Source: an optimization exercise on an open RTL-to-GDS flow (aim: small area). Production flows keep margins and buffers that such runs may drop. At most, simulation tests tie the RTL to the original design; equivalence was not proved. The RTL of runs 1, 2 and 5 was laid out without a check of its function. Power and IR drop assume default switching activity.

$ cat flow/flow/run.sh
#!/bin/bash
# The standard layout (standard.sh: the standard flow's synthesis and ORFS flow), with two changes:
# clock tree synthesis without dummy loads, and the smallest buffer on each port.
# make's output goes to flow_make.log; each ORFS step keeps its own log under orfs/logs/.
set -euo pipefail
bash standard.sh \
  "CTS_ARGS=-sink_clustering_enable -repair_clock_nets -sink_clustering_size 45 -sink_clustering_max_diameter 70 -buf_list sky130_fd_sc_hd__clkbuf_16 -dont_use_dummy_load" \
  "BUFFER_PORTS_ARGS=-buffer_cell sky130_fd_sc_hd__buf_1" \
  finish > flow_make.log 2>&1
$ cat flow/standard.sh
#!/bin/bash
# synth_recipe.tcl (not shown) runs the flow's synth.tcl, then flattens the netlist and writes it again
# the make line also repeats each setting of config.mk as NAME=value (left out here)
make -C /OpenROAD-flow-scripts/flow DESIGN_CONFIG=/design/flow/config.mk WORK_HOME=/design/flow/orfs CLKGATE_MAP_FILE= SYNTH_SCRIPT=/design/flow/synth_recipe.tcl "${@:-finish}"
$ cat flow/config.mk
export PLATFORM = sky130hd
export DESIGN_NAME = am_sdr_1bit_rx
export DESIGN_NICKNAME = am_sdr_1bit_rx
export VERILOG_FILES = /design/flow/design.v
export SDC_FILE = /design/flow/constraint.sdc
export NUM_CORES = 4
export LEC_CHECK = 0
export ABC_AREA = 1
export CAP_MARGIN = 0
export CORE_MARGIN = 2
export CORE_UTILIZATION = 60
export SLEW_MARGIN = 20
$ cat flow/constraint.sdc
create_clock -name core_clock -period 8.0 [get_ports {clk}]
set_input_delay 1.6000 -clock core_clock [delete_from_list [all_inputs] [get_ports {clk}]]
set_output_delay 1.6000 -clock core_clock [all_outputs]
set_load 0.01 [all_outputs]
$ cat flow/design.v
module am_sdr_1bit_rx #(
  parameter int PHASE_W   = 24,
  parameter int CIC_ORDER = 3,
  parameter int DEC_LOG2  = 8,
  parameter int OUT_W     = 8
) (
  input  logic               clk,
  input  logic               rst_n,
  input  logic               rf_in,
  input  logic [PHASE_W-1:0] tune_word,
  input  logic               tune_load,
  input  logic               pwm_en,
  output logic [OUT_W-1:0]   mag_out,
  output logic               mag_valid,
  output logic               pwm_out
);
  function automatic logic [26:0] rca(input logic [25:0] a, input logic [25:0] b,
                                      input logic ci);
    logic c;
    logic [26:0] r;
    c = ci;
    for (int i = 0; i < 26; i++) begin
      r[i] = a[i] ^ b[i] ^ c;
      c    = (a[i] & b[i]) | (a[i] & c) | (b[i] & c);
    end
    r[26] = c;
    rca = r;
  endfunction
  logic [11:0] ph_lo, ph_hi;         
  logic        ph_c;
  logic [PHASE_W-1:0] tune_reg;
  logic [7:0]  j;                    
  logic [8:0]  jn;                   
  logic [12:0] ph_lo_n;
  logic [1:0]  lo;                   
  logic        tick, ui, uq;
  assign ph_lo_n = 13'(rca(26'(ph_lo), 26'(tune_reg[11:0]), 1'b0));
  assign lo      = ph_hi[11:10] + 2'(ph_c & (&ph_hi[9:0]));
  assign jn      = {1'b0, j} + 9'd1;
  assign ui      = ~(rf_in ^ lo[1]);
  assign uq      = ~(rf_in ^ lo[1] ^ lo[0]);
  logic c_clr;
  always_ff @(posedge clk or negedge rst_n) begin
    if (!rst_n) begin
      tick  <= 1'b0;
      c_clr <= 1'b1;
    end else begin
      tick  <= (j == 8'd255);
      c_clr <= (j == 8'd255);
    end
  end
  always_ff @(posedge clk or negedge rst_n) begin
    if (!rst_n) begin
      ph_lo    <= '0;
      ph_hi    <= '0;
      ph_c     <= 1'b0;
      tune_reg <= '0;
      j        <= 8'd1;
      pwm_out  <= 1'b0;
    end else begin
      ph_lo   <= ph_lo_n[11:0];
      ph_c    <= ph_lo_n[12];
      ph_hi   <= 12'(rca(26'(ph_hi), 26'(tune_reg[23:12]), ph_c));
      if (tune_load) tune_reg <= tune_word;
      j       <= j + 8'd1;
      pwm_out <= pwm_en & (j != 8'd0) & ~(mag_out < j);
    end
  end
  logic [15:0] wc;
  logic [14:0] wa;
  logic [15:0] wb;
  logic [7:0]  wa_hi;
  logic [15:0] wb_half;
  always_ff @(posedge clk or negedge rst_n) begin
    if (!rst_n)
      wc <= 16'd3;
    else if (j == 8'd255)
      wc <= 16'd1;
    else
      wc <= 16'(rca(26'(wc), 26'(jn), 1'b1));
  end
  always_comb begin
    wa_hi   = 8'(rca(26'(wc[14:7]), 26'({~jn[6:0], 1'b1}), 1'b0));
    wa      = {wa_hi, wc[6:0]};
    wb_half = 16'(rca(26'({jn[8] ^ jn[7], ~jn[7], jn[6:0], 7'b1000000}), 26'(16'(~wc)), 1'b1));
    wb      = {wb_half[14:0], 1'b0};
  end
  logic [15:0] a_lo_i, a_lo_q, b_lo_i, b_lo_q, c_lo_i, c_lo_q;
  logic [8:0]  a_hi_i, a_hi_q;
  logic [7:0]  b_hi_i, b_hi_q;
  logic [5:0]  c_hi_i, c_hi_q;
  logic        a_c_i, a_c_q, b_c_i, b_c_q, c_c_i, c_c_q;
  logic [1:0]  n_dec;
  logic        lsb_a;
  assign lsb_a = ~n_dec[0];
  logic [16:0] na_i, na_q, nb_i, nb_q, nc_i, nc_q;
  always_ff @(posedge clk) begin
    c_lo_i <= nc_i[15:0];  c_c_i <= nc_i[16];
    c_lo_q <= nc_q[15:0];  c_c_q <= nc_q[16];
    c_hi_i <= c_clr ? 6'd0 : 6'(rca(26'(c_hi_i), 26'd0, c_c_i));
    c_hi_q <= c_clr ? 6'd0 : 6'(rca(26'(c_hi_q), 26'd0, c_c_q));
  end
  always_comb begin
    na_i = 17'(rca(26'(tick ? b_lo_i : a_lo_i), 26'(wa & {15{ui}}), 1'b0));
    na_q = 17'(rca(26'(tick ? b_lo_q : a_lo_q), 26'(wa & {15{uq}}), 1'b0));
    nb_i = 17'(rca(26'(tick ? c_lo_i : b_lo_i), 26'(wb & {16{ui}}), 1'b0));
    nb_q = 17'(rca(26'(tick ? c_lo_q : b_lo_q), 26'(wb & {16{uq}}), 1'b0));
    nc_i = 17'(rca(26'(c_clr ? 16'd0 : c_lo_i), 26'(wc & {16{ui}}), 1'b0));
    nc_q = 17'(rca(26'(c_clr ? 16'd0 : c_lo_q), 26'(wc & {16{uq}}), 1'b0));
  end
  always_ff @(posedge clk or negedge rst_n) begin
    if (!rst_n) begin
      a_lo_i <= 16'h29c0; a_lo_q <= 16'h29c0; a_hi_i <= 9'h06b; a_hi_q <= 9'h06b;
      b_lo_i <= 16'hd63f; b_lo_q <= 16'hd63f; b_hi_i <= 8'h15;  b_hi_q <= 8'h15;
      a_c_i <= 1'b0; a_c_q <= 1'b0; b_c_i <= 1'b0; b_c_q <= 1'b0;
      n_dec  <= 2'd0;
    end else begin
      a_lo_i <= na_i[15:0];  a_c_i <= na_i[16];
      a_lo_q <= na_q[15:0];  a_c_q <= na_q[16];
      b_lo_i <= nb_i[15:0];  b_c_i <= nb_i[16];
      b_lo_q <= nb_q[15:0];  b_c_q <= nb_q[16];
      a_hi_i <= 9'(rca(26'(tick ? {1'b0, b_hi_i} : a_hi_i), 26'd0, tick ? b_c_i : a_c_i));
      a_hi_q <= 9'(rca(26'(tick ? {1'b0, b_hi_q} : a_hi_q), 26'd0, tick ? b_c_q : a_c_q));
      b_hi_i <= 8'(rca(26'(tick ? {2'b0, c_hi_i} : b_hi_i), 26'd0, tick ? c_c_i : b_c_i));
      b_hi_q <= 8'(rca(26'(tick ? {2'b0, c_hi_q} : b_hi_q), 26'd0, tick ? c_c_q : b_c_q));
      if (tick && n_dec != 2'd3) n_dec <= n_dec + 2'd1;
    end
  end
  logic [24:0] acc_ai, acc_aq;
  logic        neg_i, neg_q;
  logic [29:0] s_i, s_q;
  assign acc_ai = {a_hi_i, a_lo_i};
  assign acc_aq = {a_hi_q, a_lo_q};
  assign neg_i  = ~acc_ai[24] & ~acc_ai[23];
  assign neg_q  = ~acc_aq[24] & ~acc_aq[23];
  assign s_i    = {{5{neg_i}}, acc_ai[24] | ~acc_ai[23], acc_ai[22:0], lsb_a};
  assign s_q    = {{5{neg_q}}, acc_aq[24] | ~acc_aq[23], acc_aq[22:0], lsb_a};
  logic       d0;
  logic [8:0] t_i, t_q;
  assign d0 = (j[1:0] == 2'd2);
  always_comb begin
    case (j[1:0])
      2'd2:    begin t_i = s_i[8:0];   t_q = s_q[8:0];   end
      2'd3:    begin t_i = s_i[17:9];  t_q = s_q[17:9];  end
      default: begin t_i = s_i[26:18]; t_q = s_q[26:18]; end
    endcase
  end
  logic        cab_i, cab_q, c1, c2, cge, mp_i, mp_q;      
  logic [7:0]  mag_pend;
  logic [8:0]  m_i, m_q, hm_i, hm_q, nq;
  logic        pi_, pq_;
  logic [9:0]  inc_i, inc_q, sum1, sum2, cmp;
  always_comb begin
    inc_i = 10'(rca(26'(t_i ^ {9{neg_i}}), 26'd0, d0 ? neg_i : cab_i));
    inc_q = 10'(rca(26'(t_q ^ {9{neg_q}}), 26'd0, d0 ? neg_q : cab_q));
    m_i   = inc_i[8:0];
    m_q   = inc_q[8:0];
    pi_   = d0 ? 1'b0 : mp_i;
    pq_   = d0 ? 1'b0 : mp_q;
    hm_i  = {m_i[8:1], m_i[0] & ~d0};
    hm_q  = {m_q[8:1], m_q[0] & ~d0};
    sum1  = 10'(rca(26'({m_i[7:0], pi_}), 26'(hm_q), d0 ? 1'b0 : c1));    
    sum2  = 10'(rca(26'({m_q[7:0], pq_}), 26'(hm_i), d0 ? 1'b0 : c2));    
    nq    = ~m_q;
    cmp   = 10'(rca(26'(m_i), 26'(nq), d0 ? 1'b1 : cge));                 
  end
  always_ff @(posedge clk) begin
    cab_i <= inc_i[9];
    cab_q <= inc_q[9];
    mp_i  <= m_i[8];
    mp_q  <= m_q[8];
    c1    <= sum1[9];
    c2    <= sum2[9];
    cge   <= cmp[9];
    if (tick) mag_pend <= cmp[9] ? sum1[7:0] : sum2[7:0];
  end
  logic seen;                        
  assign seen = (n_dec != 2'd0);
  always_ff @(posedge clk or negedge rst_n) begin
    if (!rst_n) begin
      mag_out   <= '0;
      mag_valid <= 1'b0;
    end else begin
      mag_valid <= seen & (j == 8'd4);
      if (seen & (j == 8'd4)) mag_out <= mag_pend;
    end
  end
endmodule
==> run_results.csv, run 1 <==
group,metric,value,unit
sta,setup_viol,0,
route,drtIter0Drc,552,
route,dr_total_vias,8633,
route,final_antenna_net_count,0,
sta,rsz0062_at_grt,"no",
synth,syn_inst,1354,
finish,multi_input_area,0.00701,mm2
grt,grt_use_total,0.255,
route,routed_wl,29.0,mm
sta,fmax,0.130,GHz
cts,cts_tree,"done",
finish,final_util,0.649,
finish,fill_cells,1942,
synth,ys_seq_area_frac,0.432,
worst_setup_path,crit_slowest_cell,"fa_1",
synth,yosysMostFrequentCell,"nand2_1",
route,via_per_inst,5.07,
synth,synth_top_area_frac,0.243,
place,pre_cts_slack,-167,ps
synth,synth_top_family_by_area,"adder cells",
sta,fin_ws,334,ps
sta,finalCriticalPeriod,7670,ps
finish,regArea,0.00610,mm2
cts,cts.sinks,250,
hold_path,min_from,"c_lo_i[0]",
floorplanning,dieArea,0.0248,mm2
run,max_cap_violations,0,
floorplanning,start_util,0.607,
synth,synth_area_leaders,"dfrtp_1 24%, fa_1 21%, dfstp_2 9.7%",
cts,worst_skew_pair.late_latency,510,ps
power_and_ir_drop,clockPowerShare,0.163,
worst_setup_path,cp_num_buf_inv,3,
place,place_congestion,0.863,
synth,syn_nets,1621,
floorplanning,rows,56,
route,drtPass1Iterations,5,
power_and_ir_drop,combPwrFrac,0.419,
finish,antenna_cells,0,
route,wl_met2,13.3,mm
grt,grt_max_degree,132,
synth,ys_seq_elements,250,
synth,synth_area_per_cell,10.4,um2
worst_setup_path,worstPathCellList,"buf_1 -> or2_4 -> nand2_8 -> nor2_1 -> ha_1 -> fa_2 -> fa_2 -> fa_2 -> fa_2 -> fa_2 -> fa_1 -> fa_1 -> fa_1 -> fa_2 -> fa_2 -> fa_2 -> fa_2 -> fa_2 -> fa_1 -> inv_1 -> fa_1 -> inv_1",
hold_path,hold_class,"flip-flop to flip-flop",
route,drc,0,
finish,fin_nets,1653,
synth,netlist_area,0.0141,mm2
grt,antenna_found_initial,0,
sta,fin_setup_tns,0,ps
worst_setup_path,required,8450,ps
synth,synth-edff-count,8,
synth,ys_types,40,
worst_setup_path,setup.worst_path.start_class,"input pin",
cts,cts_hold_buf,0,
worst_setup_path,critPathTopFamily,"adder cells",
power_and_ir_drop,internal-power,3.02,mW
power_and_ir_drop,power_leakage,7.32,nW
sta,slew_headroom,0.454,
worst_setup_path,critPathKind,"input pin to flip-flop",
power_and_ir_drop,vdd.ir_drop.worst,0.213,mV
synth,synth_top_cells_by_count,"230 x nand2_1, 229 x inv_1, 145 x fa_1",
power_and_ir_drop,p_per_area,323,mW/mm2
floorplanning,design.core.area,0.0233,mm2
synth,async_reset_ff_frac,0.756,
cts,cts_resized,0,
floorplanning,chipHeight,157,um
synth,ys.flop_type,"dfrtp_1",
worst_setup_path,max_stage_delay,410,ps
run_status,status,"finished clean",
cts,post-cts-setup-buffer-count,0,
power_and_ir_drop,seqPwrFrac,0.418,
worst_setup_path,critPathArrivalTime,8120,ps
sta,hold_viol,0,
place,dpl.hpwl,22.6,mm
grt,grt_pass1_vias,8925,
sta,slew_viol_final,0,
cts,htreeDepth,1,
cts,cts_buffers,17,
finish,largest_reg_flops,24,
sta,tightest_slew,819,ps
route,wl_met1,13.8,mm
grt,grt_pass1_wl,48.0,mm
floorplanning,num_io_pins,39,
synth,synth-simple-area-share,0.114,
worst_setup_path,rr_startpoint,"ph_hi[2]",
place,portBuffers,38,
route,top_layer_used,"met4",
synth,synth_top_area_cell,"dfrtp_1",
sta,finalCritPeriodShare,0.958,
worst_setup_path,endpoint_kind,"flip-flop",
finish,drive_gt1_frac,0.106,
worst_setup_path,crit_path_frequent_cell,"fa_2",
sta,fin_skew,43.6,ps
cts,clk_pin_slew,90,ps
power_and_ir_drop,p_sw_frac,0.380,
synth,synth-adder-area-share,0.289,
cts,cts-root-buf,"clkbuf_16",
floorplanning,dieWidth,157,um
worst_setup_path,path_max_fanout,3,
grt,overflow,0,
route,wl_met3,1.11,mm
route,routedWlPerCell,17.0,um
synth,yosysWarnings,1,
synth,synth_mux_area_frac,0.0189,
power_and_ir_drop,power.switching,1.85,mW
synth,synth-compound-area-share,0.0504,
finish,syn_to_final_growth,6.92,%
worst_setup_path,crit_path_start,"rf_in",
synth,synth-xor-area-share,0.0212,
cts,cts_max_path_buffers,3,
[final cells by class]
| class | instances | area share |
|---|---|---|
| multi-input combinational | 828 | 0.464 |
| tap | 319 | 0.0264 |
| inverter | 236 | 0.0589 |
| clock buffer | 17 | 0.0282 |
| timing repair buffer | 53 | 0.0180 |
| sequential | 250 | 0.404 |
[final timing paths]
path | endpoint | slack (ps) | cells after the start
min reg2reg | b_lo_i[0] | 430 | 2
max in group asynchronous | tick | 5520 | 2
max reg2reg | c_lo_i[15] | 510 | 25
min in group asynchronous | b_hi_i[1] | 1210 | 1
max | c_lo_i[15] | 330 | 22
min | b_lo_i[0] | 430 | 2
[metrics by stage]
stage | hold slack (ps) | instances | total power, mW | area, um2
3_3_place_gp | 409 | 1686 | 4.00 | 14700
2_1_floorplan | 399 | 1354 | 3.48 | 14200
5_1_grt | 481 | 1703 | 5.38 | 15100
4_1_cts | 430 | 1703 | 4.94 | 15100
3_5_place_dp | 413 | 1686 | 4.12 | 14700
6_report | 430 | 1703 | 4.87 | 15100
[power by group through the flow]
stage | sequential, mW | combinational (mW) | clock [mW]
2_1_floorplan | 1.98 | 1.50 | 0
3_3_place_gp | 2.05 | 1.95 | 0
3_5_place_dp | 2.06 | 2.05 | 0
4_1_cts | 2.04 | 2.08 | 0.818
5_1_grt | 2.09 | 2.44 | 0.856
6_report | 2.04 | 2.04 | 0.792
[worst min-delay path, stage by stage, from the launching register on]
cell and delay (ps):
dfxtp_1 310, inv_1 50, o21ai_0 70
[layout by cell type (no fill, tap or decap), types with 3 or more instances in the layout]
cell type,n
a21oi_1,19
buf_1,37
buf_4,14
clkbuf_16,17
dfrtp_1,136
dfstp_2,52
dfxtp_1,53
edfxtp_1,8
fa_1,125
fa_2,20
ha_1,93
inv_1,228
inv_2,5
mux2_2,21
mux2i_1,3
nand2_1,230
nand3_1,15
nand4_1,3
nor2_1,132
nor2_2,5
o21ai_0,103
o221ai_1,7
o22ai_1,4
xnor2_1,10
xor2_1,21
[per-layer routing]
metal | up-vias | track usage
met5 | - | 0
met4 | 0 | 0.0597
met3 | 38 | 0.0281
met2 | 145 | 0.397
met1 | 4262 | 0.389
li1 | 4188 | -
[kinds of logic after synthesis]
kind of cell             after synthesis
XOR/XNOR                              32
multiplexers                          24
AND/OR/NAND/NOR                      398
AO/OA/AOI/OAI                        135
adder cells (fa/ha/maj)              239
flip-flops                           250
buffers and inverters                276
==> run 2, diff against run 1 <==
--- a/flow/config.mk
+++ b/flow/config.mk
@@ -10,3 +10,3 @@
 export CORE_MARGIN = 2
-export CORE_UTILIZATION = 60
+export CORE_UTILIZATION = 80
 export SLEW_MARGIN = 20
==> run 2 against run 1 <==
Setup slack got worse by 140 ps. Flip-flop and latch count unchanged. Synthesized area unchanged. Routed wire length up 5.5%. First-iteration DRC count grew 52%. Register-to-register slack worse by 140 ps. Fmax shrank 1.8%. Utilization rose by 21 points. Clock skew is 12 ps lower. Critical path depth unchanged. Sequential power barely moved. Critical path type unchanged. Critical endpoint unchanged.
==> run_results.csv, run 2 <==
group,metric,value,unit
floorplanning,dieWidth,137,um
grt,overflow,0,
power_and_ir_drop,power_leakage,7.30,nW
sta,slew_viol_final,0,
floorplanning,start_util,0.816,
cts,cts.sinks,250,
route,drtIter0Drc,840,
place,place_congestion,0.908,
finish,fin_nets,1652,
floorplanning,dieArea,0.0187,mm2
grt,grt_use_total,0.355,
synth,ys_seq_area_frac,0.432,
sta,rsz0062_at_grt,"no",
synth,syn_inst,1354,
finish,syn_to_final_growth,5.73,%
place,portBuffers,38,
synth,yosysMostFrequentCell,"nand2_1",
sta,slew_headroom,0.333,
synth,ys_seq_elements,250,
cts,clk_pin_slew,90,ps
route,drtPass1Iterations,6,
floorplanning,design.core.area,0.0173,mm2
grt,grt_pass1_vias,9858,
worst_setup_path,endpoint,"c_lo_i[15]",
worst_setup_path,reg2reg_depth,25,
worst_setup_path,rrSetupSlack,370,ps
worst_setup_path,cp_num_buf_inv,3,
synth,synth_area_leaders,"dfrtp_1 24%, fa_1 21%, dfstp_2 9.7%",
sta,hold_viol,0,
sta,fmax,0.128,GHz
cts,cts_buffers,15,
worst_setup_path,crit_path_start,"rf_in",
cts,cts_max_path_buffers,3,
finish,drive_gt1_frac,0.106,
worst_setup_path,setup.worst_path.start_class,"input pin",
worst_setup_path,crit_cells,22,
synth,synth_top_cells_by_count,"230 x nand2_1, 229 x inv_1, 145 x fa_1",
sta,finalCritPeriodShare,0.976,
worst_setup_path,crit_slowest_cell,"fa_1",
finish,final_cells,1608,
place,dpl.hpwl,23.1,mm
cts,cts-root-buf,"clkbuf_16",
finish,final_util,0.863,
route,via_per_inst,5.72,
worst_setup_path,critPathKind,"input pin to flip-flop",
sta,finalCriticalPeriod,7810,ps
run,max_cap_violations,0,
worst_setup_path,r2r_end,"c_lo_i[15]",
cts,cts_hold_buf,0,
worst_setup_path,critPathTopFamily,"adder cells",
synth,syn_nets,1621,
route,drc,0,
cts,htreeDepth,1,
synth,synth_area_per_cell,10.4,um2
cts,cts_tree,"done",
cts,worst_skew_pair.late_latency,490,ps
finish,final_common_cell,"nand2_1",
power_and_ir_drop,vdd.ir_drop.worst,0.265,mV
grt,grt_max_degree,80,
place,dpl.cell_count,1593,
worst_setup_path,rr_startpoint,"ph_hi[7]",
sta,fin_ws,190,ps
place,pre_cts_slack,-253,ps
worst_setup_path,crit_path_frequent_cell,"fa_2",
cts,post-cts-setup-buffer-count,0,
synth,synth_top_area_frac,0.243,
finish,final_cell_mix,"230 x nand2_1, 229 x inv_1, 136 x dfrtp_1",
sta,setup_viol,0,
route,dr_total_vias,9193,
sta,tightest_slew,1000,ps
sta,fin_skew,31.2,ps
synth,netlist_area,0.0141,mm2
run_status,status,"finished clean",
synth,synth-edff-count,8,
power_and_ir_drop,p_per_area,326,mW/mm2
worst_setup_path,critPathArrivalTime,8250,ps
synth,yosysWarnings,1,
route,final_antenna_net_count,0,
grt,antenna_found_initial,1,
floorplanning,chipHeight,137,um
route,routed_wl,30.6,mm
finish,antenna_cells,0,
synth,ys_types,40,
route,routedWlPerCell,19.0,um
synth,async_reset_ff_frac,0.756,
grt,grt_pass1_wl,49.9,mm
finish,largest_reg_flops,24,
floorplanning,num_io_pins,39,
cts,cts_resized,0,
worst_setup_path,endpoint_kind,"flip-flop",
worst_setup_path,path_max_fanout,3,
hold_path,hold_class,"flip-flop to flip-flop",
worst_setup_path,required,8440,ps
power_and_ir_drop,finalPower,4.87,mW
synth,synth_top_area_cell,"dfrtp_1",
worst_setup_path,max_stage_delay,420,ps
worst_setup_path,worstPathCellList,"buf_1 -> or2_4 -> nand2_8 -> nor2_1 -> ha_1 -> fa_2 -> fa_2 -> fa_2 -> fa_2 -> fa_2 -> fa_1 -> fa_1 -> fa_1 -> fa_2 -> fa_2 -> fa_2 -> fa_2 -> fa_2 -> fa_1 -> inv_1 -> fa_1 -> inv_1",
floorplanning,rows,48,
synth,ys.flop_type,"dfrtp_1",
run 2: report_power, final:
group | internal, mW | switching [mW] | total [mW]
registers | 1.83 | 0.215 | 2.04
clock network | 0.336 | 0.395 | 0.732
logic | 0.824 | 1.28 | 2.10
run 2: worst min-delay path by stage:
stage	depth (start not counted)	slack, ps	end	startpoint
CTS	2	460	mag_out[1]	mag_pend[1]
floorplan	2	400	b_lo_i[0]	c_lo_i[0]
detailed placement	2	440	mag_out[5]	mag_pend[5]
global placement	2	410	b_lo_i[0]	c_lo_i[0]
global route	2	480	mag_out[1]	mag_pend[1]
finish	2	470	mag_out[1]	mag_pend[1]
run 2: area by class of cell:
type	instances	area, um2
Clock buffer	15	375
Fill cell	897	2370
Multi-Input combinational cell	828	7010
Sequential cell	250	6100
Inverter	236	888
Timing Repair Buffer	54	270
Tap cell	225	282
run 2: cell families after synthesis:
group,Yosys count,share of synthesized area
adder cells (fa/ha/maj),239,0.289
flip-flops,250,0.432
AND/OR/NAND/NOR,398,0.114
multiplexers,24,0.0189
XOR/XNOR,32,0.0212
buffers and inverters,276,0.0752
AO/OA/AOI/OAI,135,0.0504
run 2: per-layer routing:
layer | up-vias | track usage | share of wire
li1 | 4190 | - | -
met1 | 4537 | 0.476 | 0.39
met5 | - | 0 | 0.00036
met4 | 2 | 0.129 | 0.039
met2 | 378 | 0.596 | 0.50
met3 | 86 | 0.0611 | 0.077
run 2: per-stage QoR:
step                      hold slack (ps)  TNS (ps)  instance area [um2]
after floorplan                       399         0                14200
after global placement                412     -55.1                14500
after detailed placement              444      -538                14500
after CTS                             463         0                14900
after global routing                  477         0                14900
final                                 469         0                14900
run 2: tightest hold or removal path, stage by stage, from the launching register on:
cell and delay, ps:
edfxtp_1 360, nand2_1 60, nand2_1 50
==> run 3, diff against run 2 <==
--- a/flow/design.v
+++ b/flow/design.v
@@ -38,2 +38,3 @@
   assign lo      = ph_hi[11:10] + 2'(ph_c & (&ph_hi[9:0]));
+  assign tick    = (j == 8'd0);
   assign jn      = {1'b0, j} + 9'd1;
@@ -41,12 +42,2 @@
   assign uq      = ~(rf_in ^ lo[1] ^ lo[0]);
-  logic c_clr;
-  always_ff @(posedge clk or negedge rst_n) begin
-    if (!rst_n) begin
-      tick  <= 1'b0;
-      c_clr <= 1'b1;
-    end else begin
-      tick  <= (j == 8'd255);
-      c_clr <= (j == 8'd255);
-    end
-  end
   always_ff @(posedge clk or negedge rst_n) begin
@@ -96,2 +87,5 @@
   logic [16:0] na_i, na_q, nb_i, nb_q, nc_i, nc_q;
+  logic first, c_clr;
+  assign first = (j == 8'd1) & (n_dec == 2'd0);
+  assign c_clr = tick | first;
   always_ff @(posedge clk) begin
--- a/flow/config.mk
+++ b/flow/config.mk
@@ -10,3 +10,3 @@
 export CORE_MARGIN = 2
-export CORE_UTILIZATION = 80
+export CORE_UTILIZATION = 70
 export SLEW_MARGIN = 20
==> run 3 against run 2 <==
Still clean. Fmax increased by 2.7%. Register-to-register slack improved by 220 ps. Final area increased by 0.53%. Largest power group unchanged.
==> run_results.csv, run 3 <==
group,metric,value,unit
run_status,status,"finished clean",
route,via_per_inst,5.37,
sta,setup_viol,0,
cts,cts_tree,"done",
finish,multi_input_area,0.00702,mm2
floorplanning,design.core.area,0.0197,mm2
synth,ys_seq_elements,248,
sta,finalCritPeriodShare,0.951,
run,max_cap_violations,0,
cts,cts_buffers,15,
floorplanning,start_util,0.718,
finish,fin_nets,1653,
worst_setup_path,setup.worst_path.start_class,"input pin",
cts,htreeDepth,1,
cts,cts-root-buf,"clkbuf_16",
synth,syn_inst,1351,
worst_setup_path,worstPathCellList,"buf_1 -> or2_1 -> nand2_2 -> nor2_1 -> ha_2 -> fa_2 -> fa_2 -> fa_2 -> fa_2 -> fa_2 -> fa_2 -> fa_2 -> fa_2 -> fa_2 -> fa_2 -> fa_2 -> fa_2 -> fa_2 -> fa_1 -> inv_1 -> fa_1 -> inv_1",
sta,fin_setup_tns,0,ps
worst_setup_path,path_max_fanout,3,
cts,post-cts-setup-buffer-count,0,
finish,largest_reg_flops,24,
sta,rsz0062_at_grt,"no",
power_and_ir_drop,p_per_area,321,mW/mm2
route,drc,0,
cts,worst_skew_pair.late_latency,490,ps
finish,final_util,0.763,
worst_setup_path,endpoint_kind,"flip-flop",
worst_setup_path,critPathKind,"input pin to flip-flop",
sta,finalCriticalPeriod,7610,ps
floorplanning,dieWidth,146,um
grt,grt_use_total,0.290,
finish,drive_gt1_frac,0.114,
synth,yosysMostFrequentCell,"inv_1",
route,drtIter0Drc,529,
finish,fin_area,0.0150,mm2
grt,grt_pass1_vias,9363,
floorplanning,chipHeight,146,um
cts,cts_hold_buf,0,
grt,overflow,0,
finish,syn_to_final_growth,6.30,%
route,routedWlPerCell,17.1,um
synth,synth_top_area_cell,"dfrtp_1",
sta,hold_viol,0,
synth,netlist_area,0.0141,mm2
place,portBuffers,38,
cts,cts_max_path_buffers,3,
route,routed_wl,28.1,mm
synth,synth_top_cells_by_count,"232 x inv_1, 217 x nand2_1, 145 x fa_1",
place,place_congestion,0.879,
route,final_antenna_net_count,0,
worst_setup_path,max_stage_delay,410,ps
sta,slew_headroom,0.378,
worst_setup_path,crit_path_frequent_cell,"fa_2",
hold_path,hold_class,"flip-flop to flip-flop",
synth,synth_area_per_cell,10.4,um2
finish,regArea,0.00604,mm2
place,place_area,0.0146,mm2
sta,tightest_slew,933,ps
grt,grt_pass1_wl,48.5,mm
floorplanning,dieArea,0.0213,mm2
worst_setup_path,crit_slowest_cell,"fa_1",
floorplanning,num_io_pins,39,
synth,synth_area_leaders,"dfrtp_1 24%, fa_1 21%, dfstp_2 9.5%",
synth,synth-edff-count,8,
grt,grt_max_degree,120,
worst_setup_path,required,8440,ps
route,drtPass1Iterations,5,
synth,ys_seq_area_frac,0.428,
place,dpl.hpwl,21.9,mm
finish,final_cell_mix,"232 x inv_1, 217 x nand2_1, 136 x dfrtp_1",
sta,fin_skew,37.5,ps
synth,syn_nets,1619,
finish,antenna_cells,0,
synth,ys.flop_type,"dfrtp_1",
power_and_ir_drop,power_leakage,7.26,nW
power_and_ir_drop,vdd.ir_drop.worst,0.278,mV
route,dr_total_vias,8854,
floorplanning,rows,51,
cts,cts.sinks,248,
synth,yosysWarnings,1,
sta,fmax,0.131,GHz
grt,antenna_found_initial,0,
synth,ys_types,41,
sta,holdWs,459,ps
worst_setup_path,critPathArrivalTime,8040,ps
cts,clk_pin_slew,90,ps
sta,slew_viol_final,0,
finish,fill_cells,1359,
synth,async_reset_ff_frac,0.754,
cts,cts_resized,0,
synth,synth_top_area_frac,0.241,
finish,final_common_cell,"inv_1",
power_and_ir_drop,finalPower,4.82,mW
run 3: metal layers:
layer  vias to the layer above  track usage  part of all wire  wire [um]
li1                       4197            -                 -          -
met1                      4405        0.436              0.45      12600
met2                       206        0.448              0.46      13000
met3                        46       0.0398             0.057       1590
met4                         0       0.0947             0.035        983
met5                         -            0                 0          0
run 3: worst paths after layout:
kind,from,to,slack (ps),cells after the start
worst max-delay path,rf_in,c_lo_i[15],390,22
worst min-delay path,c_lo_q[0],b_lo_q[0],460,2
worst max register to register,j[0],c_lo_q[15],590,27
worst min register to register,c_lo_q[0],b_lo_q[0],460,2
max in group asynchronous,rst_n,wc[2],5580,2
min in group asynchronous,rst_n,tune_reg[2],1270,1
run 3: layout make-up:
class,instances,share of cell area
Multi-Input combinational cell,816,0.468
Sequential cell,248,0.403
Inverter,247,0.0618
Clock buffer,15,0.0250
Tap cell,265,0.0221
Timing Repair Buffer,57,0.0201
run 3: metrics by stage:
stage	cells	worst slack, ps
global placement	1633	-62.1
CTS	1648	387
global route	1648	230
detailed placement	1633	-131
finish	1648	392
floorplan	1351	5.87
run 3: cells by family after synthesis:
kind of cell    count (synthesis)  share of synthesized area
buf+inv                       287                     0.0785
xor+xnor                       32                     0.0212
mux                            29                     0.0225
flops                         248                      0.428
fa+ha+maj                     240                      0.290
compound gates                138                     0.0519
simple gates                  377                      0.108
run 3: power by group:
| group | switching, mW | internal, mW | total (mW) |
|---|---|---|---|
| clock | 0.392 | 0.336 | 0.728 |
| combinational | 1.25 | 0.836 | 2.09 |
| sequential | 0.202 | 1.80 | 2.01 |
| total | 1.85 | 2.98 | 4.82 |
run 3: worst max-delay path, delay by kind of cell:
family | cells | cell delay, ps
and+or+nand+nor | 3 | 460
adders and majority gates | 16 | 5750
buffers and inverters | 3 | 240
==> run 4, diff against run 3 <==
--- a/flow/flow/run.sh
+++ b/flow/flow/run.sh
@@ -6,3 +6,3 @@
 bash standard.sh \
-  "CTS_ARGS=-sink_clustering_enable -repair_clock_nets -sink_clustering_size 45 -sink_clustering_max_diameter 70 -buf_list sky130_fd_sc_hd__clkbuf_16 -dont_use_dummy_load" \
+  "CTS_ARGS=-sink_clustering_enable -repair_clock_nets -sink_clustering_size 30 -sink_clustering_max_diameter 50 -buf_list {sky130_fd_sc_hd__clkbuf_8 sky130_fd_sc_hd__clkbuf_16} -dont_use_dummy_load" \
   "BUFFER_PORTS_ARGS=-buffer_cell sky130_fd_sc_hd__buf_1" \
==> run 4 against run 3 <==
Flip-flop and latch count unchanged. Sequential share of layout area down 0.73 points. Non-clock buffer count unchanged. Setup slack better by 28 ps. Global-route usage increased by 0.71 points. Clock-buffer cell count increased by 11. Clock power increased by 39%. Final cell count is 0.67% higher. Via count rose by 1.2%. Routed wire length rose by 3.2%. Critical endpoint unchanged. Largest cell class unchanged. Largest power group unchanged.
==> run_results.csv, run 4 <==
group,metric,value,unit
floorplanning,design.core.area,0.0197,mm2
worst_setup_path,r2r_end,"c_lo_i[15]",
finish,final_cell_mix,"232 x inv_1, 217 x nand2_1, 136 x dfrtp_1",
finish,drive_gt1_frac,0.121,
sta,finalCritPeriodShare,0.948,
grt,grt_pass1_vias,9605,
cts,post-cts-setup-buffer-count,0,
route,via_per_inst,5.40,
sta,rsz0062_at_grt,"no",
cts,cts.sinks,248,
route,drc,0,
worst_setup_path,required,8470,ps
power_and_ir_drop,vdd.ir_drop.worst,0.262,mV
finish,largest_reg_flops,24,
run_status,status,"finished clean",
finish,syn_to_final_growth,8.25,%
worst_setup_path,setup.worst_path.start_class,"input pin",
worst_setup_path,crit_slowest_cell,"fa_1",
finish,fill_cells,1324,
hold_path,hold_end,"b_lo_q[0]",
floorplanning,num_io_pins,39,
sta,slew_viol_final,0,
synth,syn_inst,1351,
worst_setup_path,max_stage_delay,410,ps
route,routed_wl,29.0,mm
worst_setup_path,rrSetupSlack,560,ps
sta,holdWs,440,ps
grt,antenna_found_initial,0,
sta,fin_skew,34.9,ps
worst_setup_path,rr_startpoint,"ph_hi[1]",
floorplanning,start_util,0.718,
worst_setup_path,endpoint_kind,"flip-flop",
place,dpl.hpwl,21.9,mm
place,place_congestion,0.879,
grt,grt_use_total,0.297,
place,portBuffers,38,
cts,cts_resized,0,
route,dr_total_vias,8959,
finish,fin_nets,1664,
cts,cts_buffers,26,
synth,synth_top_area_cell,"dfrtp_1",
power_and_ir_drop,power_leakage,7.40,nW
synth,ys_seq_area_frac,0.428,
hold_path,hold_class,"flip-flop to flip-flop",
synth,yosysWarnings,1,
grt,overflow,0,
synth,synth_area_leaders,"dfrtp_1 24%, fa_1 21%, dfstp_2 9.5%",
cts,clk_pin_slew,70,ps
power_and_ir_drop,p_per_area,336,mW/mm2
sta,hold_viol,0,
synth,syn_nets,1619,
worst_setup_path,worstPathCellList,"buf_1 -> or2_1 -> nand2_2 -> nor2_1 -> ha_2 -> fa_2 -> fa_2 -> fa_2 -> fa_2 -> fa_2 -> fa_2 -> fa_2 -> fa_2 -> fa_2 -> fa_2 -> fa_2 -> fa_2 -> fa_2 -> fa_1 -> inv_1 -> fa_1 -> inv_1",
grt,grt_max_degree,120,
synth,synth_top_area_frac,0.241,
route,drtPass1Iterations,5,
cts,cts_hold_buf,0,
worst_setup_path,crit_path_start,"rf_in",
worst_setup_path,path_max_fanout,3,
floorplanning,rows,51,
sta,finalCriticalPeriod,7580,ps
synth,ys_seq_elements,248,
synth,synth-edff-count,8,
hold_path,min_from,"c_lo_q[0]",
worst_setup_path,crit_path_frequent_cell,"fa_2",
synth,ys.flop_type,"dfrtp_1",
route,drtIter0Drc,540,
sta,setup_viol,0,
sta,fmax,0.132,GHz
finish,final_util,0.777,
route,final_antenna_net_count,0,
hold_path,whs_path_depth,2,
floorplanning,chipHeight,146,um
synth,yosysMostFrequentCell,"inv_1",
run,max_cap_violations,0,
cts,worst_skew_pair.late_latency,530,ps
synth,synth_area_per_cell,10.4,um2
cts,cts-root-buf,"clkbuf_16",
finish,final_common_cell,"inv_1",
synth,ys_types,41,
finish,antenna_cells,0,
synth,async_reset_ff_frac,0.754,
grt,grt_pass1_wl,49.7,mm
cts,cts_max_path_buffers,3,
cts,htreeDepth,1,
worst_setup_path,critPathArrivalTime,8050,ps
floorplanning,dieArea,0.0213,mm2
route,routedWlPerCell,17.5,um
worst_setup_path,critPathKind,"input pin to flip-flop",
sta,slew_headroom,0.380,
floorplanning,dieWidth,146,um
worst_setup_path,reg2reg_depth,25,
synth,netlist_area,0.0141,mm2
sta,tightest_slew,930,ps
cts,cts_tree,"done",
sta,fin_setup_tns,0,ps
synth,synth_top_cells_by_count,"232 x inv_1, 217 x nand2_1, 145 x fa_1",
==> run 4: cell count changes in the layout (fill, tap and decap cells not counted) <==
cell       delta
clkbuf_16    +11
==> run 4: per-stage QoR <==
stage          area [um2]  cells  power, mW  worst slack (ps)
6_report            15300   1659       5.13               420
3_5_place_dp        14600   1633       4.11              -131
4_1_cts             15300   1659       5.17               409
5_1_grt             15300   1659       5.64               256
3_3_place_gp        14600   1633       3.96             -62.1
2_1_floorplan       14200   1351       3.49              5.87
==> run 4: worst max-delay path by stage <==
stage	to	slack, ps	cells past startpoint
after global placement	c_lo_i[15]	-60	22
final	c_lo_i[15]	420	22
after floorplan	c_lo_i[15]	6	22
after global routing	c_lo_q[15]	260	26
after detailed placement	c_lo_i[15]	-130	22
after CTS	c_lo_i[15]	410	22
==> run 4: layout make-up <==
type | instances | area (um2) | area share
multi-input combinational | 816 | 7020 | 0.460
timing repair buffer | 57 | 302 | 0.0197
clock buffer | 26 | 651 | 0.0426
inverter | 247 | 927 | 0.0607
tap | 265 | 332 | 0.0217
sequential | 248 | 6040 | 0.396
==> run 4: cells by family (layout without fill, tap and decap cells) <==
logic type                 Yosys count  count (layout)  synth area share
AOI/OAI and AO/OA                  138             138            0.0519
muxes                               29              29            0.0225
buffers and inverters              287             330            0.0785
xor gates and xnor gates            32              32            0.0212
DFF                                248             248             0.428
adders and majority gates          240             240             0.290
and+or+nand+nor                    377             377             0.108
==> run 4: worst max-delay path: cells and delay by family <==
| kind | cells | cell delay (ps) |
|---|---|---|
| fa+ha+maj | 16 | 5780 |
| buf+inv | 3 | 240 |
| simple gates | 3 | 460 |
==> run 4: layer usage <==
metal / vias up / wire (um) / global-route usage
met4: 0 / 988 / 0.0947
met5: - / 0 / 0
met1: 4446 / 12500 / 0.432
li1: 4218 / - / -
met3: 64 / 1830 / 0.0486
met2: 231 / 13700 / 0.470
==> run 4: where the power goes <==
part,switching [mW],internal [mW],total (mW)
clock,0.442,0.566,1.01
sequential,0.204,1.81,2.01
combinational,1.27,0.844,2.12
==> run 5, diff against run 4 <==
--- a/flow/design.v
+++ b/flow/design.v
@@ -38,3 +38,2 @@
   assign lo      = ph_hi[11:10] + 2'(ph_c & (&ph_hi[9:0]));
-  assign tick    = (j == 8'd0);
   assign jn      = {1'b0, j} + 9'd1;
@@ -42,2 +41,12 @@
   assign uq      = ~(rf_in ^ lo[1] ^ lo[0]);
+  logic c_clr;
+  always_ff @(posedge clk or negedge rst_n) begin
+    if (!rst_n) begin
+      tick  <= 1'b0;
+      c_clr <= 1'b1;
+    end else begin
+      tick  <= (j == 8'd255);
+      c_clr <= (j == 8'd255);
+    end
+  end
   always_ff @(posedge clk or negedge rst_n) begin
@@ -87,5 +96,2 @@
   logic [16:0] na_i, na_q, nb_i, nb_q, nc_i, nc_q;
-  logic first, c_clr;
-  assign first = (j == 8'd1) & (n_dec == 2'd0);
-  assign c_clr = tick | first;
   always_ff @(posedge clk) begin
--- a/flow/flow/run.sh
+++ b/flow/flow/run.sh
@@ -6,3 +6,3 @@
 bash standard.sh \
-  "CTS_ARGS=-sink_clustering_enable -repair_clock_nets -sink_clustering_size 30 -sink_clustering_max_diameter 50 -buf_list {sky130_fd_sc_hd__clkbuf_8 sky130_fd_sc_hd__clkbuf_16} -dont_use_dummy_load" \
+  "CTS_ARGS=-sink_clustering_enable -repair_clock_nets -sink_clustering_size 20 -sink_clustering_max_diameter 40 -buf_list sky130_fd_sc_hd__clkbuf_8 -dont_use_dummy_load" \
   "BUFFER_PORTS_ARGS=-buffer_cell sky130_fd_sc_hd__buf_1" \
==> run 5 against run 4 <==
Fmax is 0.18% lower. Synthesized area hardly changed. Worst hold slack better by 3.1 ps. Clock-buffer cell count is 12 higher. Setup slack worse by 14 ps. Combinational power is 4% lower. Via count is 0.54% higher. Clock skew is 16 ps higher. Utilization is 0.85 points lower. Die area hardly changed. Largest cell class unchanged. Largest power group is now sequential cells.
==> run_results.csv, run 5 <==
group,metric,value,unit
run_status,status,"finished clean",
finish,fill_cells,1419,
floorplanning,start_util,0.718,
power_and_ir_drop,vdd.ir_drop.worst,0.221,mV
synth,synth-edff-count,8,
synth,async_reset_ff_frac,0.756,
finish,syn_to_final_growth,7.05,%
sta,setup_viol,0,
worst_setup_path,max_stage_delay,430,ps
cts,clk_pin_slew,70,ps
cts,cts.sinks,250,
worst_setup_path,crit_path_frequent_cell,"fa_2",
grt,grt_pass1_vias,9665,
cts,cts-root-buf,"clkbuf_8",
route,dr_total_vias,9007,
finish,antenna_cells,0,
finish,final_common_cell,"nand2_1",
cts,post-cts-setup-buffer-count,0,
worst_setup_path,required,8480,ps
worst_setup_path,critPathTopFamily,"adder cells",
place,place_congestion,0.910,
finish,multi_input_area,0.00701,mm2
synth,synth_area_per_cell,10.4,um2
route,final_antenna_net_count,0,
cts,cts_max_path_buffers,3,
synth,synth_top_area_frac,0.243,
cts,cts_tree,"done",
worst_setup_path,critPathArrivalTime,8070,ps
synth,yosysMostFrequentCell,"nand2_1",
worst_setup_path,cp_num_buf_inv,3,
power_and_ir_drop,power_leakage,7.38,nW
route,drtIter0Drc,662,
synth,ys_seq_elements,250,
floorplanning,rows,51,
finish,fin_area,0.0151,mm2
finish,fin_nets,1674,
synth,synth_top_area_cell,"dfrtp_1",
worst_setup_path,setup.worst_path.start_class,"input pin",
worst_setup_path,crit_slowest_cell,"fa_1",
sta,tightest_slew,959,ps
synth,ys_seq_area_frac,0.432,
sta,rsz0062_at_grt,"no",
synth,syn_nets,1621,
worst_setup_path,endpoint_kind,"flip-flop",
grt,grt_use_total,0.296,
floorplanning,num_io_pins,39,
worst_setup_path,worstPathCellList,"buf_1 -> or2_4 -> nand2_8 -> nor2_1 -> ha_1 -> fa_2 -> fa_2 -> fa_2 -> fa_2 -> fa_2 -> fa_1 -> fa_1 -> fa_1 -> fa_2 -> fa_2 -> fa_2 -> fa_2 -> fa_2 -> fa_1 -> inv_1 -> fa_1 -> inv_1",
sta,finalCriticalPeriod,7590,ps
sta,finalCritPeriodShare,0.949,
cts,cts_resized,0,
synth,synth_top_cells_by_count,"230 x nand2_1, 229 x inv_1, 145 x fa_1",
synth,synth_area_leaders,"dfrtp_1 24%, fa_1 21%, dfstp_2 9.7%",
sta,fin_skew,51.1,ps
place,place_area,0.0146,mm2
sta,fmax,0.132,GHz
route,via_per_inst,5.39,
cts,worst_skew_pair.late_latency,540,ps
finish,drive_gt1_frac,0.120,
worst_setup_path,path_max_fanout,3,
finish,regArea,0.00610,mm2
finish,final_cell_mix,"230 x nand2_1, 228 x inv_1, 136 x dfrtp_1",
grt,grt_max_degree,78,
power_and_ir_drop,p_per_area,327,mW/mm2
finish,final_util,0.769,
floorplanning,chipHeight,146,um
hold_path,hold_class,"flip-flop to flip-flop",
worst_setup_path,critPathKind,"input pin to flip-flop",
grt,antenna_found_initial,1,
synth,ys_types,40,
route,routedWlPerCell,17.3,um
cts,cts_buffers,38,
grt,grt_pass1_wl,49.1,mm
place,dpl.hpwl,22.4,mm
run,max_cap_violations,0,
floorplanning,dieWidth,146,um
synth,yosysWarnings,1,
synth,ys.flop_type,"dfrtp_1",
sta,slew_headroom,0.361,
finish,largest_reg_flops,24,
route,routed_wl,29.0,mm
synth,syn_inst,1354,
place,portBuffers,38,
cts,htreeDepth,2,
sta,slew_viol_final,0,
floorplanning,design.core.area,0.0197,mm2
sta,hold_viol,0,
floorplanning,dieArea,0.0213,mm2
route,drc,0,
cts,cts_hold_buf,0,
route,drtPass1Iterations,5,
grt,overflow,0,
synth,netlist_area,0.0141,mm2
## run 5: worst paths after layout
| check | startpoint | endpoint | slack (ps) | cells after the start |
|---|---|---|---|---|
| worst max-delay path | rf_in | c_lo_i[15] | 410 | 22 |
| worst min-delay path | c_lo_q[0] | b_lo_q[0] | 440 | 2 |
| worst max register to register | ph_hi[8] | c_lo_i[15] | 500 | 25 |
| worst min register to register | c_lo_q[0] | b_lo_q[0] | 440 | 2 |
| max in group asynchronous | rst_n | pwm_out | 5360 | 2 |
| min in group asynchronous | rst_n | a_lo_q[4] | 1170 | 1 |
## run 5: where the power goes
group / switching (mW) / leakage, nW / internal [mW]
Sequential: 0.228 / 2.73 / 1.83
Clock: 0.438 / 0.273 / 0.419
Combinational: 1.22 / 4.38 / 0.810
Total: 1.88 / 7.38 / 3.06
## run 5: logic make-up (layout without fill, tap and decap cells)
group	Yosys count	in the layout	share of synthesized area
compound gates	135	135	0.0504
xor+xnor	32	32	0.0212
fa+ha+maj	239	239	0.289
buf+inv	276	327	0.0752
flops	250	250	0.432
mux	24	24	0.0189
simple gates	398	398	0.114
## run 5: layer usage
layer,part of all wire,wire length [um],vias up,GRT usage
met1,0.43,12400,4434,0.419
met3,0.063,1820,51,0.0530
li1,-,-,4235,-
met2,0.48,14000,285,0.481
met4,0.025,737,2,0.0874
met5,0.00048,14,-,0
## run 5: layout make-up
cell class | instances | area share
Sequential cell | 250 | 0.404
Clock buffer | 38 | 0.0346
Inverter | 236 | 0.0588
Tap cell | 265 | 0.0219
Multi-Input combinational cell | 828 | 0.464
Timing Repair Buffer | 53 | 0.0171
## run 5: per-stage QoR
step	hold WS, ps	setup WS, ps	total power [mW]	setup TNS (ps)	std cells
final	443	406	4.94	0	1670
after global routing	483	140	5.44	0	1670
after CTS	444	415	5.00	0	1670
after detailed placement	432	-125	4.11	-280	1632
after global placement	405	-79.9	3.94	-108	1632
after floorplan	399	12.1	3.48	0	1354
## run 5: tightest hold or removal path, cell delays in order, from the launching register on
cell	delay, ps
dfxtp_1	310
inv_1	60
o21ai_0	70
==> run 6, diff against run 5 <==
--- a/flow/design.v
+++ b/flow/design.v
@@ -35,3 +35,3 @@
   logic [1:0]  lo;                   
-  logic        tick, ui, uq;
+  logic        tick, ui, uq, ui_r, uq_r;
   assign ph_lo_n = 13'(rca(26'(ph_lo), 26'(tune_reg[11:0]), 1'b0));
@@ -46,2 +46,4 @@
       c_clr <= 1'b1;
+      ui_r  <= 1'b0;
+      uq_r  <= 1'b0;
     end else begin
@@ -49,2 +51,4 @@
       c_clr <= (j == 8'd255);
+      ui_r  <= ui;
+      uq_r  <= uq;
     end
@@ -57,3 +61,3 @@
       tune_reg <= '0;
-      j        <= 8'd1;
+      j        <= 8'd0;
       pwm_out  <= 1'b0;
@@ -64,4 +68,4 @@
       if (tune_load) tune_reg <= tune_word;
-      j       <= j + 8'd1;
-      pwm_out <= pwm_en & (j != 8'd0) & ~(mag_out < j);
+      j       <= jn[7:0];
+      pwm_out <= pwm_en & (j < mag_out);
     end
@@ -75,3 +79,3 @@
     if (!rst_n)
-      wc <= 16'd3;
+      wc <= 16'd1;
     else if (j == 8'd255)
@@ -103,8 +107,8 @@
   always_comb begin
-    na_i = 17'(rca(26'(tick ? b_lo_i : a_lo_i), 26'(wa & {15{ui}}), 1'b0));
-    na_q = 17'(rca(26'(tick ? b_lo_q : a_lo_q), 26'(wa & {15{uq}}), 1'b0));
-    nb_i = 17'(rca(26'(tick ? c_lo_i : b_lo_i), 26'(wb & {16{ui}}), 1'b0));
-    nb_q = 17'(rca(26'(tick ? c_lo_q : b_lo_q), 26'(wb & {16{uq}}), 1'b0));
-    nc_i = 17'(rca(26'(c_clr ? 16'd0 : c_lo_i), 26'(wc & {16{ui}}), 1'b0));
-    nc_q = 17'(rca(26'(c_clr ? 16'd0 : c_lo_q), 26'(wc & {16{uq}}), 1'b0));
+    na_i = 17'(rca(26'(tick ? b_lo_i : a_lo_i), 26'(wa & {15{ui_r}}), 1'b0));
+    na_q = 17'(rca(26'(tick ? b_lo_q : a_lo_q), 26'(wa & {15{uq_r}}), 1'b0));
+    nb_i = 17'(rca(26'(tick ? c_lo_i : b_lo_i), 26'(wb & {16{ui_r}}), 1'b0));
+    nb_q = 17'(rca(26'(tick ? c_lo_q : b_lo_q), 26'(wb & {16{uq_r}}), 1'b0));
+    nc_i = 17'(rca(26'(c_clr ? 16'd0 : c_lo_i), 26'(wc & {16{ui_r}}), 1'b0));
+    nc_q = 17'(rca(26'(c_clr ? 16'd0 : c_lo_q), 26'(wc & {16{uq_r}}), 1'b0));
   end
@@ -183,4 +187,4 @@
     end else begin
-      mag_valid <= seen & (j == 8'd4);
-      if (seen & (j == 8'd4)) mag_out <= mag_pend;
+      mag_valid <= seen & (j == 8'd3);
+      if (seen & (j == 8'd3)) mag_out <= mag_pend;
     end
--- a/flow/flow/run.sh
+++ b/flow/flow/run.sh
@@ -6,3 +6,3 @@
 bash standard.sh \
-  "CTS_ARGS=-sink_clustering_enable -repair_clock_nets -sink_clustering_size 20 -sink_clustering_max_diameter 40 -buf_list sky130_fd_sc_hd__clkbuf_8 -dont_use_dummy_load" \
+  "CTS_ARGS=-sink_clustering_enable -repair_clock_nets -sink_clustering_size 45 -sink_clustering_max_diameter 70 -buf_list sky130_fd_sc_hd__clkbuf_16 -dont_use_dummy_load" \
   "BUFFER_PORTS_ARGS=-buffer_cell sky130_fd_sc_hd__buf_1" \
--- a/flow/config.mk
+++ b/flow/config.mk
@@ -7,3 +7,2 @@
 export LEC_CHECK = 0
-export ABC_AREA = 1
 export CAP_MARGIN = 0
==> run 6 against run 5 <==
Critical endpoint is now c_lo_q[15]. Highest routed layer is now met4. Die area shrank 0.34%. Global-route usage shrank 3.4 points. Setup slack improved by 350 ps. Power shrank 9.0%. Combinational power down 17%.
==> run_results.csv, run 6 <==
group,metric,value,unit
run_status,status,"finished clean",
worst_setup_path,worstPathCellList,"buf_4 -> nor2b_1 -> fa_1 -> inv_1 -> fa_1 -> inv_1 -> fa_1 -> fa_1 -> fa_1 -> fa_1 -> fa_1 -> fa_1 -> fa_1 -> fa_1 -> fa_1 -> fa_1 -> fa_1 -> fa_1 -> inv_1 -> fa_1 -> inv_1",
synth,ys_seq_area_frac,0.437,
cts,htreeDepth,1,
synth,synth-adder-area-share,0.290,
floorplanning,num_io_pins,39,
finish,largest_reg_flops,24,
synth,synth_top_area_cell,"dfrtp_1",
cts,cts.sinks,252,
sta,fmax,0.138,GHz
sta,finalCritPeriodShare,0.906,
synth,synth_area_per_cell,13.4,um2
sta,fin_setup_tns,0,ps
cts,clk_pin_slew,120,ps
cts,cts_resized,0,
grt,grt_pass1_vias,8246,
hold_path,hold_class,"flip-flop to flip-flop",
synth,synth_top_family_by_area,"adder cells",
route,drtIter0Drc,409,
synth,synth_top_area_frac,0.251,
synth,syn_inst,1047,
synth,synth-edff-count,8,
worst_setup_path,path_max_fanout,15,
place,place_congestion,0.844,
floorplanning,chipHeight,146,um
worst_setup_path,critPathArrivalTime,7690,ps
floorplanning,start_util,0.718,
cts,cts_buffers,15,
synth,synth_area_leaders,"dfrtp_1 25%, fa_1 21%, mux2_2 9.8%",
synth,ys_seq_elements,252,
finish,antenna_cells,0,
route,final_antenna_net_count,0,
floorplanning,dieArea,0.0212,mm2
sta,finalCriticalPeriod,7250,ps
synth,netlist_area,0.0141,mm2
finish,final_common_cell,"fa_1",
worst_setup_path,crit_slowest_cell,"dfstp_2",
synth,synth-xor-area-share,0.0218,
sta,rsz0062_at_grt,"no",
cts,worst_skew_pair.late_latency,500,ps
synth,synth_mux_area_frac,0.104,
synth,synth-compound-area-share,0.0316,
synth,yosysMostFrequentCell,"fa_1",
sta,tightest_slew,941,ps
synth,async_reset_ff_frac,0.758,
cts,cts_hold_buf,0,
run,max_cap_violations,0,
synth,yosysWarnings,1,
worst_setup_path,required,8440,ps
finish,drive_gt1_frac,0.194,
worst_setup_path,critPathKind,"flip-flop to flip-flop",
route,routed_wl,25.7,mm
finish,syn_to_final_growth,5.97,%
place,dpl.hpwl,19.8,mm
floorplanning,design.core.area,0.0196,mm2
grt,grt_pass1_wl,43.9,mm
sta,setup_viol,0,
route,drtPass1Iterations,4,
synth,syn_nets,1313,
synth,ys_types,44,
place,portBuffers,38,
grt,grt_max_degree,167,
cts,cts_max_path_buffers,3,
synth,synth_top_cells_by_count,"145 x fa_1, 141 x dfrtp_1, 123 x mux2_2",
sta,holdWs,457,ps
synth,ys.flop_type,"dfrtp_1",
sta,slew_headroom,0.371,
synth,synth-simple-area-share,0.0823,
route,dr_total_vias,7463,
worst_setup_path,max_stage_delay,530,ps
grt,grt_use_total,0.263,
route,drc,0,
sta,hold_viol,0,
power_and_ir_drop,power_leakage,6.70,nW
route,routedWlPerCell,19.1,um
floorplanning,rows,51,
grt,overflow,0,
sta,fin_skew,55.2,ps
cts,post-cts-setup-buffer-count,0,
power_and_ir_drop,p_per_area,302,mW/mm2
route,via_per_inst,5.56,
worst_setup_path,crit_path_frequent_cell,"fa_1",
cts,cts-root-buf,"clkbuf_16",
worst_setup_path,setup.worst_path.start_class,"flip-flop",
sta,slew_viol_final,0,
power_and_ir_drop,vdd.ir_drop.worst,0.269,mV
floorplanning,dieWidth,146,um
finish,final_cell_mix,"145 x fa_1, 140 x dfrtp_1, 123 x mux2_2",
worst_setup_path,endpoint_kind,"flip-flop",
grt,antenna_found_initial,2,
finish,fin_nets,1345,
cts,cts_tree,"done",
==> run 6: cell types whose count changed after synthesis, sizes merged, moves of 14 or more <==
cell / before / now
xnor2: 11 / 28
xor2: 21 / 7
nand2: 233 / 27
nor2b: 0 / 77
o21ai: 103 / 12
and2: 0 / 52
inv: 235 / 86
nor2: 137 / 11
mux2: 21 / 123
==> run 6: report_power, final <==
| group | internal [mW] | switching, mW |
|---|---|---|
| clock network | 0.336 | 0.396 |
| registers | 1.81 | 0.275 |
| logic | 0.833 | 0.847 |
==> run 6: worst max-delay path, delay by kind of cell (launching register included) <==
| kind | cells | cell delay [ps] |
|---|---|---|
| flip-flops | 1 | 530 |
| buffers and inverters | 5 | 490 |
| AND/OR/NAND/NOR | 1 | 90 |
| adder cells (fa/ha/maj) | 15 | 6130 |
==> run 6: cell families after synthesis <==
kind of cell,Yosys count
DFF,252
adders and majority gates,240
and+or+nand+nor,200
muxes,131
buffers and inverters,124
AOI/OAI and AO/OA,65
xor gates and xnor gates,35
==> run 6: per-stage QoR <==
| step | instance area, um2 | utilization | setup WS [ps] | power (mW) | std cells |
|---|---|---|---|---|---|
| after detailed placement | 14500 | 0.742 | 692 | 3.82 | 1327 |
| after global placement | 14500 | 0.742 | 797 | 3.68 | 1327 |
| after floorplan | 14100 | - | 622 | 3.29 | 1047 |
| after CTS | 14900 | 0.761 | 705 | 4.57 | 1342 |
| final | 14900 | 0.761 | 753 | 4.50 | 1342 |
| after global routing | 14900 | 0.761 | 462 | 4.90 | 1342 |
==> run 6: final cells by class <==
class,count,area (um2)
inverter,86,323
tap,265,332
fill,1308,4680
sequential,252,6150
multi-input combinational,671,7460
timing repair buffer,53,272
clock buffer,15,375
==> run 6: per-layer routing <==
layer  global-route usage  vias up  share of wire
met5                    0        -              0
met4               0.0529        0          0.020
met3               0.0423       36          0.049
met2                0.438      122           0.50
met1                0.374     3829           0.44
li1                     -     3476              -
==> run 6: final timing paths <==
kind | from | endpoint | slack, ps | depth (start not counted)
max | c_clr | c_lo_q[15] | 750 | 21
min | mag_pend[7] | mag_out[7] | 460 | 2
max reg2reg | c_clr | c_lo_q[15] | 750 | 21
min reg2reg | mag_pend[7] | mag_out[7] | 460 | 2
max in group asynchronous | rst_n | tick | 5680 | 2
min in group asynchronous | rst_n | tune_reg[1] | 1050 | 1
==> run 7, diff against run 6 <==
--- a/flow/config.mk
+++ b/flow/config.mk
@@ -7,2 +7,3 @@
 export LEC_CHECK = 0
+export ABC_AREA = 1
 export CAP_MARGIN = 0
==> run 7 against run 6 <==
Routed wire length rose by 11%. Die area rose by 0.16%. Clock skew fell by 21 ps. Final cell count rose by 21%. Global-route usage rose by 2.8 points. Non-clock buffer count fell by 3. Setup slack got worse by 11 ps. Largest power group unchanged.
==> run_results.csv, run 7 <==
group,metric,value,unit
hold_path,hold_class,"flip-flop to flip-flop",
cts,cts_tree,"done",
floorplanning,num_io_pins,39,
place,dpl.hpwl,21.7,mm
synth,synth_mux_area_frac,0.0190,
hold_path,whs_path_depth,2,
cts,cts-root-buf,"clkbuf_16",
cts,htreeDepth,1,
synth,synth_top_cells_by_count,"250 x nand2_1, 229 x inv_1, 145 x fa_1",
floorplanning,chipHeight,146,um
finish,final_common_cell,"nand2_1",
finish,regArea,0.00615,mm2
sta,fin_setup_tns,0,ps
synth,synth_top_area_frac,0.250,
power_and_ir_drop,p_per_area,311,mW/mm2
worst_setup_path,rr_startpoint,"c_clr",
floorplanning,start_util,0.719,
place,pre_cts_slack,697,ps
finish,fill_cells,1417,
finish,final_cell_mix,"250 x nand2_1, 229 x inv_1, 145 x fa_1",
worst_setup_path,path_max_fanout,39,
worst_setup_path,critPathKind,"flip-flop to flip-flop",
floorplanning,rows,51,
worst_setup_path,critPathArrivalTime,7700,ps
sta,fin_skew,34.1,ps
grt,grt_use_total,0.290,
place,place_congestion,0.896,
route,final_antenna_net_count,0,
grt,grt_pass1_vias,9365,
route,via_per_inst,5.33,
sta,finalCriticalPeriod,7260,ps
worst_setup_path,r2r_end,"c_lo_i[15]",
finish,largest_reg_flops,24,
cts,cts_hold_buf,0,
worst_setup_path,endpoint_kind,"flip-flop",
sta,tightest_slew,922,ps
sta,setup_viol,0,
finish,syn_to_final_growth,5.51,%
synth,ys_types,41,
sta,slew_headroom,0.385,
synth,ys_seq_elements,252,
hold_path,hold_end,"b_lo_i[0]",
route,routedWlPerCell,17.5,um
worst_setup_path,rrSetupSlack,740,ps
synth,synth_top_family_by_area,"adder cells",
run_status,status,"finished clean",
floorplanning,dieArea,0.0213,mm2
synth,synth_area_per_cell,10.5,um2
sta,slew_viol_final,0,
place,portBuffers,38,
grt,antenna_found_initial,0,
synth,synth-adder-area-share,0.289,
route,routed_wl,28.5,mm
cts,cts_resized,0,
finish,multi_input_area,0.00689,mm2
route,drtIter0Drc,596,
sta,fmax,0.138,GHz
grt,overflow,0,
route,drc,0,
worst_setup_path,setup.worst_path.start_class,"flip-flop",
finish,drive_gt1_frac,0.0864,
cts,worst_skew_pair.late_latency,500,ps
grt,grt_pass1_wl,48.3,mm
grt,grt_max_degree,73,
route,drtPass1Iterations,4,
finish,fin_nets,1633,
worst_setup_path,reg2reg_depth,22,
cts,cts_buffers,15,
run,max_cap_violations,0,
synth,ys.flop_type,"dfrtp_1",
cts,clk_pin_slew,90,ps
cts,post-cts-setup-buffer-count,0,
finish,antenna_cells,0,
floorplanning,dieWidth,146,um
synth,yosysWarnings,1,
route,dr_total_vias,8694,
synth,synth_top_area_cell,"dfrtp_1",
synth,async_reset_ff_frac,0.758,
floorplanning,design.core.area,0.0196,mm2
sta,fin_ws,742,ps
cts,cts_max_path_buffers,3,
synth,synth-xor-area-share,0.0230,
hold_path,min_from,"c_lo_i[0]",
power_and_ir_drop,power_leakage,7.47,nW
synth,yosysMostFrequentCell,"nand2_1",
synth,netlist_area,0.0141,mm2
sta,finalCritPeriodShare,0.907,
synth,synth-compound-area-share,0.0512,
synth,synth_area_leaders,"dfrtp_1 25%, fa_1 21%, dfstp_2 9.3%",
synth,syn_inst,1341,
synth,ys_seq_area_frac,0.436,
synth,synth-simple-area-share,0.107,
cts,cts.sinks,252,
synth,synth-edff-count,8,
sta,rsz0062_at_grt,"no",
sta,hold_viol,0,
worst_setup_path,required,8440,ps
synth,syn_nets,1607,
power_and_ir_drop,vdd.ir_drop.worst,0.282,mV
-- run 7: changes by cell type in the layout (fill, tap and decap cells not counted), sizes merged, moves of 6 or more --
| cell | change |
|---|---|
| nand2 | +226 |
| xnor2 | -16 |
| nor2b | -77 |
| nand2b | -11 |
| inv | +149 |
| and2 | -52 |
| o22ai | +8 |
| nor2 | +89 |
| xor2 | +18 |
| a22o | -12 |
| mux2 | -101 |
| mux2i | -6 |
| o21ai | +88 |
-- run 7: cell type report --
cell class | instances | area share
tap | 265 | 0.0223
clock buffer | 15 | 0.0253
sequential | 252 | 0.414
inverter | 236 | 0.0596
timing repair buffer | 50 | 0.0159
multi-input combinational | 812 | 0.463
-- run 7: layer usage --
layer,part of all wire,global-route usage,vias to the layer above
met5,0,0,-
met4,0.036,0.0902,0
met3,0.050,0.0439,55
met2,0.47,0.459,210
met1,0.45,0.425,4296
li1,-,-,4133
-- run 7: through the flow --
stage / hold slack [ps] / instances / utilization / instance area, um2 / power [mW]
detailed placement: 431 / 1615 / 0.740 / 14500 / 3.91
global placement: 412 / 1615 / 0.740 / 14500 / 3.78
global route: 471 / 1630 / 0.759 / 14900 / 5.08
CTS: 449 / 1630 / 0.759 / 14900 / 4.67
finish: 442 / 1630 / 0.759 / 14900 / 4.62
floorplan: 399 / 1341 / - / 14100 / 3.33
-- run 7: logic make-up (layout without fill, tap and decap cells) --
| family | after synthesis | in the layout |
|---|---|---|
| compound gates | 137 | 137 |
| xor+xnor | 37 | 37 |
| fa+ha+maj | 239 | 239 |
| buf+inv | 277 | 301 |
| flops | 252 | 252 |
| mux | 24 | 24 |
| simple gates | 375 | 375 |
-- run 7: worst max-delay path, cell delays in order, from the launching register on --
cell and delay, ps:
dfstp_2 560, buf_4 390, nor2_1 110, ha_1 210
fa_1 380, inv_1 80, fa_1 160, inv_1 50
fa_1 380, fa_1 400, fa_1 420, fa_1 420
fa_1 400, fa_1 400, fa_1 390, fa_1 390
fa_1 390, fa_1 390, fa_1 390, fa_1 360
inv_1 90, fa_1 410, inv_1 50
-- run 7: worst max-delay path by stage --
stage / startpoint / to / slack [ps] / cells past startpoint
floorplan: c_clr / c_lo_q[15] / 530 / 23
global placement: c_clr / c_lo_q[15] / 800 / 21
detailed placement: c_clr / c_lo_q[15] / 700 / 21
CTS: c_clr / c_lo_q[15] / 690 / 21
global route: c_clr / c_lo_q[15] / 430 / 21
finish: c_clr / c_lo_i[15] / 740 / 22
-- run 7: where the power goes --
group	switching [mW]	total, mW	internal (mW)
Sequential	0.226	2.07	1.84
Clock	0.405	0.741	0.337
Combinational	1.11	1.82	0.708
Total	1.74	4.62	2.89

==> what the ideal ports hide <==
How much do the figures lean on ideal ports? The routed layouts below were timed once more, with nothing changed but the port constraints.
Step 1: set_driving_cell puts a clkbuf_16 on clk and a buf_2 on each other input, an assumption about the parent block.
Step 2 times the ports against the registers' clock, not the clock port: input delays grow and output delays shrink by t, the midpoint of the rising clock arrivals with the driver on.
a / b / c = ideal ports / drivers / drivers and shift; a / b = the first two.
run	t, ns	setup slack, ns	worst setup path at the end
run 1	0.534	0.334 / 0.358 / -0.176	input to register
run 2	0.519	0.190 / 0.212 / -0.307	input to register
run 3	0.522	0.392 / 0.414 / -0.109	input to register
run 4	0.562	0.420 / 0.439 / -0.124	input to register
run 5	0.553	0.406 / 0.420 / -0.134	input to register
run 6	0.522	0.753 / 0.753 / 0.753	register to register
run 7	0.530	0.742 / 0.742 / 0.742	register to register
Met with ideal ports but missed after step 2: setup timing in 5 of these runs. For run 4, which loses most, drivers alone change the setup slack by +0.019 ns; drivers and shift together by -0.544 ns.
